This is an optimization exercise on Yosys and OpenROAD, whose aim is small area, a short achievable clock period and few clock cycles per item, not a production implementation. No run shown here included a check of the RTL's function; only the layout flow was run.

## flow/design.v (module list and top-level ports; edited modules follow where they fit)
// module idct_1d_serial: 2584 lines
module idct_1d_serial #(
    parameter int OFFSET = 0
) (
    input  logic        clk,
    input  logic        rst,
    input  logic [95:0] coef_in,
    input  logic        in_valid,
    output logic        in_ready,
    output logic [63:0] pix_out,
    output logic        out_valid,
    input  logic        out_ready
);
  // ...
==> flow/flow/run.sh <==
#!/bin/bash
# Standard ORFS layout with one extra step between synthesis and floorplan:
# fixinv.py cancels the inverters that Yosys's adder extraction leaves between full-adder
# cells (a full adder is self-dual, so flipping its polarity is a pure rewiring).
# Every tool's output goes to a log file of its own in the work folder.
set -euo pipefail
WORK=$(pwd)
RES=$WORK/orfs/results/${FLOW_PLATFORM}/idct_1d_serial/base
EXTRA=()
if [[ -f flow/margin.txt ]]; then
  EXTRA+=("SETUP_SLACK_MARGIN=$(cat flow/margin.txt)")
fi
bash standard.sh ${EXTRA[@]+"${EXTRA[@]}"} "$RES/1_2_yosys.v" > "$WORK/synth.log" 2>&1
cp "$RES/1_2_yosys.v" "$WORK/1_2_yosys.orig.v"
python3 flow/fixinv.py "$WORK/1_2_yosys.orig.v" "$RES/1_2_yosys.v" > "$WORK/fixinv.log" 2>&1
bash standard.sh ${EXTRA[@]+"${EXTRA[@]}"} finish > "$WORK/layout.log" 2>&1
==> flow/flow/fixinv.py <==
#!/usr/bin/env python3
"""Cancel inverters around full-adder cells in a Yosys gate netlist.

A full adder is self-dual: FA(~a,~b,~c) = (~sum, ~cout).  Yosys's extract_fa picks
polarities cell by cell, which leaves inverters between adders.  This pass flips adders
(connects the complements of their inputs and complements their outputs) whenever that
lowers the number of inverters, then writes the netlist back.  The logic is unchanged.
usage: fixinv.py in.v out.v
"""
import re
import sys

OUTPINS = {'X', 'Y', 'Q', 'Q_N', 'SUM', 'COUT', 'HI', 'LO'}
INV = 'sky130_fd_sc_hd__inv_1'


def is_inv(t):
    return re.fullmatch(r'sky130_fd_sc_hd__(clk)?inv_\d+', t) is not None


def is_fa(t):
    return re.fullmatch(r'sky130_fd_sc_hd__fa_\d+', t) is not None


def main(src, dst):
    text = open(src).read()
    m = re.search(r'^(module .*?;\n)(.*?)^endmodule', text, re.S | re.M)
    head_mod, body = m.group(1), m.group(2)
    pre, post = text[:m.start()], text[m.end():]
    cell_re = re.compile(r'^  (sky130_fd_sc_hd__\w+) (\S+) \((.*?)\);\n', re.S | re.M)
    decls = []
    cells = {}
    order = []
    pos = 0
    for cm in cell_re.finditer(body):
        decls.append(body[pos:cm.start()])
        pos = cm.end()
        typ, name, pins = cm.group(1), cm.group(2), cm.group(3)
        pm = {}
        for p, n in re.findall(r'\.(\w+)\(((?:[^()])*)\)', pins):
            pm[p] = n.strip()
        cells[name] = [typ, pm]
        order.append(name)
    rest = body[pos:]
    if rest.strip():
        # assigns or other statements: keep them, but treat their nets as fixed
        pass
    declstr = ''.join(decls)
    outports = set()
    for om in re.finditer(r'^\s*output\s+(\[(\d+):(\d+)\]\s+)?(\S+?)\s*;', head_mod + declstr, re.M):
        if om.group(1):
            hi, lo = int(om.group(2)), int(om.group(3))
            for i in range(min(hi, lo), max(hi, lo) + 1):
                outports.add(f"{om.group(4)}[{i}]")
        else:
            outports.add(om.group(4))
    fixed = set(re.findall(r'[\\\w$\[\]\.]+', rest)) if rest.strip() else set()

    drv = {}
    loads = {}

    def add_load(n, c, p):
        loads.setdefault(n, set()).add((c, p))

    for c in order:
        typ, pm = cells[c]
        for p, n in pm.items():
            if p in OUTPINS:
                drv[n] = (c, p)
            else:
                add_load(n, c, p)
    for n in outports:
        add_load(n, '$PORT', n)

    cnt = [0]

    def newnet():
        cnt[0] += 1
        return f"_fixinv_{cnt[0]}_"

    def newinv(a):
        cnt[0] += 1
        c = f"_fixinvc_{cnt[0]}_"
        y = newnet()
        cells[c] = [INV, {'A': a, 'Y': y}]
        order.append(c)
        drv[y] = (c, 'Y')
        add_load(a, c, 'A')
        return c, y

    def inv_driver(n):
        d = drv.get(n)
        if d and d[0] in cells and is_inv(cells[d[0]][0]):
            return d[0]
        return None

    def inv_load(n):
        for c, p in loads.get(n, ()):
            if c != '$PORT' and c in cells and is_inv(cells[c][0]):
                return c
        return None

    def connect(c, p, n):
        old = cells[c][1][p]
        loads[old].discard((c, p))
        cells[c][1][p] = n
        add_load(n, c, p)

    def remove_cell(c):
        typ, pm = cells.pop(c)
        for p, n in pm.items():
            if p in OUTPINS:
                drv.pop(n, None)
            else:
                loads[n].discard((c, p))

    def gain(f):
        """inverters saved by flipping f (estimate)"""
        typ, pm = cells[f]
        g = 0
        for p in ('A', 'B', 'CIN'):
            n = pm[p]
            I = inv_driver(n)
            if I is not None:
                if len(loads[n]) == 1 and cells[I][1]['Y'] not in outports:
                    g += 1
            elif inv_load(n) is None:
                g -= 1
        for p in ('SUM', 'COUT'):
            o = pm[p]
            ls = loads.get(o, set())
            invs = [c for c, q in ls if c != '$PORT' and is_inv(cells[c][0])
                    and cells[c][1]['Y'] not in outports and cells[c][1]['Y'] not in fixed]
            others = len(ls) - len(invs)
            g += len(invs)
            if others:
                g -= 1
        return g

    def flip(f):
        typ, pm = cells[f]
        for p in ('A', 'B', 'CIN'):
            n = pm[p]
            I = inv_driver(n)
            if I is not None:
                connect(f, p, cells[I][1]['A'])
                if not loads[n] and n not in outports:
                    remove_cell(I)
            else:
                J = inv_load(n)
                y = cells[J][1]['Y'] if J else newinv(n)[1]
                connect(f, p, y)
        for p in ('SUM', 'COUT'):
            o = pm[p]
            o2 = newnet()
            drv.pop(o, None)
            cells[f][1][p] = o2
            drv[o2] = (f, p)
            ls = list(loads.get(o, set()))
            for c, q in ls:
                if c != '$PORT' and is_inv(cells[c][0]):
                    y = cells[c][1]['Y']
                    if y in outports or y in fixed:
                        continue
                    for c2, q2 in list(loads.get(y, set())):
                        connect(c2, q2, o2)
                    remove_cell(c)
            if loads.get(o):
                # remaining loads need the old polarity: o = ~o2
                cnt[0] += 1
                c = f"_fixinvc_{cnt[0]}_"
                cells[c] = [INV, {'A': o2, 'Y': o}]
                order.append(c)
                drv[o] = (c, 'Y')
                add_load(o2, c, 'A')

    def ninv():
        return sum(1 for c in cells if is_inv(cells[c][0]))

    before = ninv()
    fas = [c for c in order if is_fa(cells[c][0])]
    for it in range(20):
        changed = 0
        for f in fas:
            if gain(f) > 0:
                k0 = ninv()
                flip(f)
                changed += 1
        if not changed:
            break
    # merge inverters that share an input
    byin = {}
    for c in list(order):
        if c in cells and is_inv(cells[c][0]):
            a, y = cells[c][1]['A'], cells[c][1]['Y']
            if y in outports or y in fixed:
                continue
            if a in byin:
                keep = byin[a]
                ky = cells[keep][1]['Y']
                for c2, q2 in list(loads.get(y, set())):
                    connect(c2, q2, ky)
                remove_cell(c)
            else:
                byin[a] = c
    # drop inverters with no loads
    for c in list(order):
        if c in cells and is_inv(cells[c][0]):
            y = cells[c][1]['Y']
            if not loads.get(y) and y not in outports and y not in fixed:
                remove_cell(c)
    after = ninv()
    print(f"fixinv: inverters {before} -> {after}", file=sys.stderr)

    newnets = set()
    for c in order:
        if c in cells:
            for n in cells[c][1].values():
                if n.startswith('_fixinv_'):
                    newnets.add(n)
    out = [pre, head_mod, declstr]
    for n in sorted(newnets):
        out.append(f"  wire {n};\n")
    for c in order:
        if c not in cells:
            continue
        typ, pm = cells[c]
        pins = ',\n'.join(f"    .{p}({n}{' ' if n.startswith(chr(92)) else ''})" for p, n in pm.items())
        out.append(f"  {typ} {c} (\n{pins}\n  );\n")
    out.append(rest)
    out.append('endmodule')
    out.append(post)
    open(dst, 'w').write(''.join(out))


if __name__ == '__main__':
    main(sys.argv[1], sys.argv[2])
==> flow/flow/margin.txt <==
6.2
==> flow/standard.sh <==
#!/bin/bash
# synth_recipe.tcl (not shown) runs the flow's synth.tcl, then flattens the netlist and writes it again
# the make line also repeats each setting of config.mk as NAME=value (left out here)
make -C /OpenROAD-flow-scripts/flow DESIGN_CONFIG=/design/flow/config.mk WORK_HOME=/design/flow/orfs CLKGATE_MAP_FILE= SYNTH_SCRIPT=/design/flow/synth_recipe.tcl "${@:-finish}"
==> flow/config.mk <==
export PLATFORM = sky130hd
export DESIGN_NAME = idct_1d_serial
export DESIGN_NICKNAME = idct_1d_serial
export VERILOG_FILES = /design/flow/design.v
export SDC_FILE = /design/flow/constraint.sdc
export NUM_CORES = 4
export LEC_CHECK = 0
export CAP_MARGIN = 20
export CORE_MARGIN = 2
export CORE_UTILIZATION = 40
export SLEW_MARGIN = 20
==> flow/constraint.sdc <==
create_clock -name core_clock -period 11.0 [get_ports {clk}]
set_input_delay 2.2000 -clock core_clock [delete_from_list [all_inputs] [get_ports {clk}]]
set_output_delay 2.2000 -clock core_clock [all_outputs]
set_load 0.01 [all_outputs]
==> out/metrics.yaml, run 1 <==
worst_setup_path:
  crit_buf_inv: 1
  path_max_fanout: 4
  timing.rr.end: "eo0_q[10]"
  setup.worst_path.start_class: "register"
  worstPathRequired_ns: 11.34
  worstRegToRegCells: 12
  critPathSlowestCell: "fa_2"
floorplanning:
  die_area_mm2: 0.0999
  dieHeight_um: 316
routing:
  drt-met1-wl_mm: 51.3
placement:
  port_buffers: 165
global_route:
  grt_pass1_wl_mm: 168
  grt-ovfl-total: 0
  use_met1: 0.323
min_path:
  whs_path_depth: 1
layout:
  drive_gt1_frac: 0.120
  dominant_cells: "multi-input combinational cells"
  seq-cell-share: 0.228
  nFlopsAndLatches: 348
  clock_buffers: 50
clock_tree:
  cts_tree: "done"
  clock-root-buffer: "clkbuf_16"
run_status:
  status: "timing/DRC/antenna clean"
timing:
  finalHoldViolCount: 0
==> run 2, diff against run 1 <==
--- a/flow/design.v
+++ b/flow/design.v
@@ -13,28 +13,25 @@
     function automatic logic [7:0] offset_pixel(input logic signed [13:0] y);
         logic signed [15:0] t;
         t = 16'(y) + 16'(OFFSET);
         if (t < 0) offset_pixel = 8'd0;
         else if (t > 255) offset_pixel = 8'd255;
         else offset_pixel = t[7:0];
     endfunction
     logic [1:0] v_q;
-    logic ov_q;
     logic en;
-    assign en        = !ov_q || out_ready;
+    assign en        = !v_q[1] || out_ready;
     assign in_ready  = en;
-    assign out_valid = ov_q;
+    assign out_valid = v_q[1];
     always_ff @(posedge clk or posedge rst) begin
         if (rst) begin
-            v_q  <= '0;
-            ov_q <= 1'b0;
+            v_q <= '0;
         end else if (en) begin
-            v_q  <= {v_q, in_valid};
-            ov_q <= v_q[1];
+            v_q <= {v_q, in_valid};
         end
     end
     logic [12:0] s04_1;
     logic hs2;
     logic hc3;
     logic hs4;
     logic hc5;
     logic hs6;
@@ -2573,12 +2570,10 @@
     assign pix1_1248 = (OFFSET == 0) ? (ah1241[13] ? 8'd0 : ((ah1241[8] | ah1241[9] | ah1241[10] | ah1241[11] | ah1241[12]) ? 8'd255 : {ah1241[7], ah1241[6], ah1241[5], ah1241[4], ah1241[3], ah1241[2], ah1241[1], ah1241[0]})) : offset_pixel({ah1241[13], ah1241[12], ah1241[11], ah1241[10], ah1241[9], ah1241[8], ah1241[7], ah1241[6], ah1241[5], ah1241[4], ah1241[3], ah1241[2], ah1241[1], ah1241[0]});
     assign pix2_1249 = (OFFSET == 0) ? (ah1243[13] ? 8'd0 : ((ah1243[8] | ah1243[9] | ah1243[10] | ah1243[11] | ah1243[12]) ? 8'd255 : {ah1243[7], ah1243[6], ah1243[5], ah1243[4], ah1243[3], ah1243[2], ah1243[1], ah1243[0]})) : offset_pixel({ah1243[13], ah1243[12], ah1243[11], ah1243[10], ah1243[9], ah1243[8], ah1243[7], ah1243[6], ah1243[5], ah1243[4], ah1243[3], ah1243[2], ah1243[1], ah1243[0]});
     assign pix3_1250 = (OFFSET == 0) ? (ah1245[13] ? 8'd0 : ((ah1245[8] | ah1245[9] | ah1245[10] | ah1245[11] | ah1245[12]) ? 8'd255 : {ah1245[7], ah1245[6], ah1245[5], ah1245[4], ah1245[3], ah1245[2], ah1245[1], ah1245[0]})) : offset_pixel({ah1245[13], ah1245[12], ah1245[11], ah1245[10], ah1245[9], ah1245[8], ah1245[7], ah1245[6], ah1245[5], ah1245[4], ah1245[3], ah1245[2], ah1245[1], ah1245[0]});
     assign pix4_1251 = (OFFSET == 0) ? (ah1246[13] ? 8'd0 : ((ah1246[8] | ah1246[9] | ah1246[10] | ah1246[11] | ah1246[12]) ? 8'd255 : {ah1246[7], ah1246[6], ah1246[5], ah1246[4], ah1246[3], ah1246[2], ah1246[1], ah1246[0]})) : offset_pixel({ah1246[13], ah1246[12], ah1246[11], ah1246[10], ah1246[9], ah1246[8], ah1246[7], ah1246[6], ah1246[5], ah1246[4], ah1246[3], ah1246[2], ah1246[1], ah1246[0]});
     assign pix5_1252 = (OFFSET == 0) ? (ah1244[13] ? 8'd0 : ((ah1244[8] | ah1244[9] | ah1244[10] | ah1244[11] | ah1244[12]) ? 8'd255 : {ah1244[7], ah1244[6], ah1244[5], ah1244[4], ah1244[3], ah1244[2], ah1244[1], ah1244[0]})) : offset_pixel({ah1244[13], ah1244[12], ah1244[11], ah1244[10], ah1244[9], ah1244[8], ah1244[7], ah1244[6], ah1244[5], ah1244[4], ah1244[3], ah1244[2], ah1244[1], ah1244[0]});
     assign pix6_1253 = (OFFSET == 0) ? (ah1242[13] ? 8'd0 : ((ah1242[8] | ah1242[9] | ah1242[10] | ah1242[11] | ah1242[12]) ? 8'd255 : {ah1242[7], ah1242[6], ah1242[5], ah1242[4], ah1242[3], ah1242[2], ah1242[1], ah1242[0]})) : offset_pixel({ah1242[13], ah1242[12], ah1242[11], ah1242[10], ah1242[9], ah1242[8], ah1242[7], ah1242[6], ah1242[5], ah1242[4], ah1242[3], ah1242[2], ah1242[1], ah1242[0]});
     assign pix7_1254 = (OFFSET == 0) ? (ah1240[13] ? 8'd0 : ((ah1240[8] | ah1240[9] | ah1240[10] | ah1240[11] | ah1240[12]) ? 8'd255 : {ah1240[7], ah1240[6], ah1240[5], ah1240[4], ah1240[3], ah1240[2], ah1240[1], ah1240[0]})) : offset_pixel({ah1240[13], ah1240[12], ah1240[11], ah1240[10], ah1240[9], ah1240[8], ah1240[7], ah1240[6], ah1240[5], ah1240[4], ah1240[3], ah1240[2], ah1240[1], ah1240[0]});
     assign pix = {pix0_1247, pix1_1248, pix2_1249, pix3_1250, pix4_1251, pix5_1252, pix6_1253, pix7_1254};
-    logic [63:0] pix_q;
-    always_ff @(posedge clk) if (en) pix_q <= pix;
-    assign pix_out = pix_q;
+    assign pix_out = pix;
 endmodule
==> out/metrics.yaml, run 2 <==
clock_tree:
  htree_levels: 2  # unchanged
  cts_sinks: 283  # was 348
  cts_tree: "done"  # unchanged
  cts_inserted_buffers: 34  # was 44
  clock_latency_ns: 0.56  # was 0.60 ns
  clock-root-buffer: "clkbuf_16"  # unchanged
  clk_pin_slew_worst_paths_ns: 0.06  # about the same
  clock_path_buffers: 3  # unchanged
worst_setup_path:
  worstPathRequired_ns: 8.80  # was 11.34 ns
  slowest_delay_ns: 0.39  # was 0.58 ns
  worstRegToRegCells: 13  # was 12
  setup.worst_path.start_class: "register"  # unchanged
  cp.arrival_ns: 3.75  # was 5.16 ns
  critPathSlowestCell: "edfxtp_1"  # was fa_2
  path_max_fanout: 8  # was 4
  timing.rr.end: "eo0_q[22]"  # was eo0_q[10]
  crit_path_end_kind: "output pin"  # was register
  crit_chain: "buf_4, fa_2, fa_2, nor2b_2, o31a_1, nor3_1, o21ai_1, a21oi_2, a211o_1, a2111oi_4, buf_6, buf_4, a21oi_2, buf_2"  # was buf_6, fa_2, fa_2, fa_2, fa_1, ha_4, or3_4, a2111oi_4, nor3_2, or4_4, a41oi_2, xnor2_1
  timing.rr.start: "x3_q[8]"  # was s_q[5]
  crit_buf_inv: 4  # was 1
  crit_family: "compound AO/OA/AOI/OAI gates"  # was adder cells
  r2r_slack_ns: 6.20  # was 6.19 ns
  path_class: "register to output pin"  # was register to register
synth:
  synth_warnings: 1  # unchanged
  syn_area_mm2: 0.0372  # was 0.0389 mm2
  syn_nets: 4514  # was 4,535
  synthCells: 3402  # was 3,423
  synth_area_per_cell_um2: 10.9  # was 11.4 um2
global_route:
  track_usage: 0.234  # was 0.223
  grt_max_degree: 65  # was 89
  grt-ovfl-total: 0  # unchanged
  antenna_found_initial: 5  # was 1
  grt_pass1_wl_mm: 167  # was 168 mm
  grt_pass1_vias: 27300  # was 27,400
timing:
  min_period_ns: 5.95  # was 4.81 ns
  setup_viol: 0  # unchanged
  slew_violations: 0  # unchanged
  finalCritPeriodShare: 0.541  # was 0.438
  finalSetupTns_ns: 0  # unchanged
  slew_headroom: 0.368  # was 0.339
  finalHoldViolCount: 0  # unchanged
  fmax_mhz: 168  # was 208 MHz
  rsz0062_at_grt: "true"  # unchanged
  fin_worst_skew_ns: 0.0282  # was 0.0290 ns
  tightest_slew_ns: 0.922  # was 0.984 ns
routing:
  drt-initial-drc-count: 1934  # was 1,875
  wl_mm: 112  # was 111 mm
  drc_errors: 0  # unchanged
  drtPass1Iterations: 8  # was 6
  routed_via_density: 5.29  # was 5.26
  antenna_left: 0  # unchanged
  wl_per_cell_um: 21.8  # was 21.6 um
  vias: 27000  # was 26,900
layout:
  area_delta_synth_final_pct: 21.0  # was 17.6%
  nets: 4956  # was 4,919
  final_util: 0.490  # was 0.474
  fillers: 8403  # was 8,810
  final_cell_mix: "fa_1, ha_1, inv_1"  # unchanged
  drive_gt1_frac: 0.187  # was 0.120
  layout_commonest_cell: "fa_1"  # unchanged
run_status:
  status: "timing/DRC/antenna clean"  # unchanged
floorplanning:
  die_area_mm2: 0.0956  # was 0.0999 mm2
  start_util: 0.405  # was 0.403
  rows: 111  # was 114
  core_area_mm2: 0.0919  # was 0.0966 mm2
  ios: 166  # unchanged
  dieHeight_um: 309  # was 316 um
  dieWidth_um: 309  # was 316 um
placement:
  port_buffers: 165  # unchanged
  gp_congestion: 0.961  # was 0.946
  dp_hpwl_mm: 90.1  # was 90.5 mm
min_path:
  min-delay-start: "v_q[0]"  # was v_q[1]
  whs_endpoint: "v_q[1]"  # was ov_q
  hold_class: "register to register"  # unchanged
  whs_path_depth: 1  # unchanged
run:
  maxCapViolCount: 0  # unchanged
## run 2: layer usage
metal	GRT usage	wire length, um	vias to the layer above
met3	0.0406	7370	137
met4	0.0581	2870	2
met2	0.381	52300	774
li1	-	-	12700
met1	0.323	48900	13400
met5	0	13	-
## run 2: worst max-delay path by stage
stage / startpoint / cells past startpoint / end / slack (ns)
6_report: eo1_q[13] / 14 / pix_out[10] / 5.05
5_1_grt: eo1_q[13] / 14 / pix_out[9] / 4.93
4_1_cts: eo3_q[14] / 12 / pix_out[26] / 5.02
3_5_place_dp: out_ready / 3 / in_ready / 4.91
3_3_place_gp: out_ready / 3 / in_ready / 4.90
2_1_floorplan: out_ready / 1 / in_ready / 4.61
## run 2: final cells by class
| class | instances | area, um2 | share of cell area |
|---|---|---|---|
| multi-input cells | 2652 | 28600 | 0.634 |
| flip-flops and latches | 283 | 8490 | 0.188 |
| repair buffers | 443 | 3720 | 0.0825 |
| inverters | 430 | 1660 | 0.0368 |
| well taps | 1243 | 1560 | 0.0345 |
| clock buffers | 38 | 866 | 0.0192 |
| clock inverters | 21 | 188 | 0.00416 |
| diodes | 1 | 2.50 | 0.0000555 |
## run 2: worst register-to-register path: cells and delay by family (launching register included)
kind | cells | cell delay (ns)
AOI/OAI and AO/OA | 1 | 0.33
xor gates and xnor gates | 1 | 0.10
adders and majority gates | 5 | 2.39
buffers and inverters | 2 | 0.27
DFF | 1 | 0.42
and+or+nand+nor | 4 | 0.99
## run 2: what timing repair did
action | CTS | global route
pin swaps | 77 | 94
hold endpoints to repair | 0 | 0
setup buffers | 206 | 66
setup endpoints to repair | 196 | 185
hold buffers | 0 | 0
cloned | 2 | 0
gates resized for setup | 413 | 215
## run 2: through the flow
stage / setup slack (ns) / cell area [um2] / hold WS [ns] / instances
2_1_floorplan: 4.61 / 37500 / 0.430 / 3402
3_3_place_gp: 4.90 / 40600 / 0.456 / 4777
3_5_place_dp: 4.91 / 40600 / 0.458 / 4777
4_1_cts: 5.02 / 43600 / 0.469 / 5044
5_1_grt: 4.93 / 45100 / 0.488 / 5110
6_report: 5.05 / 45100 / 0.470 / 5111

## static timing again, ports no longer ideal
In the flow no input, the clock included, has a driving cell. The finished layouts below were timed again as built, in two steps. Step 1, drivers: a clkbuf_16 drives clk and a buf_2 each remaining input, both assumed. Step 2 adds t to the input delays and takes it off the output delays; t is the mean of the earliest and latest rising clock arrival at the registers after step 1. Input paths then give back, and output paths get back, about the clock's delay inside the block. Slacks: ideal / step 1 / step 2; pairs: ideal / step 1.
| run | t (ns) | slack for setup (ns) | worst register clock-pin slew, ns | worst data-port slew with drivers (ns) |
|---|---|---|---|---|
| run 1 | 0.651 | 6.186 / 6.186 / 5.790 | 0.07 / 0.07 | 0.06 |
| run 2 | 0.611 | 5.052 / 4.991 / 5.602 | 0.07 / 0.07 | 0.07 |
After both steps every run listed still meets setup and hold. The setup slack of run 1, which loses most, moves by 0.000 ns with the drivers and by -0.396 ns with both steps.
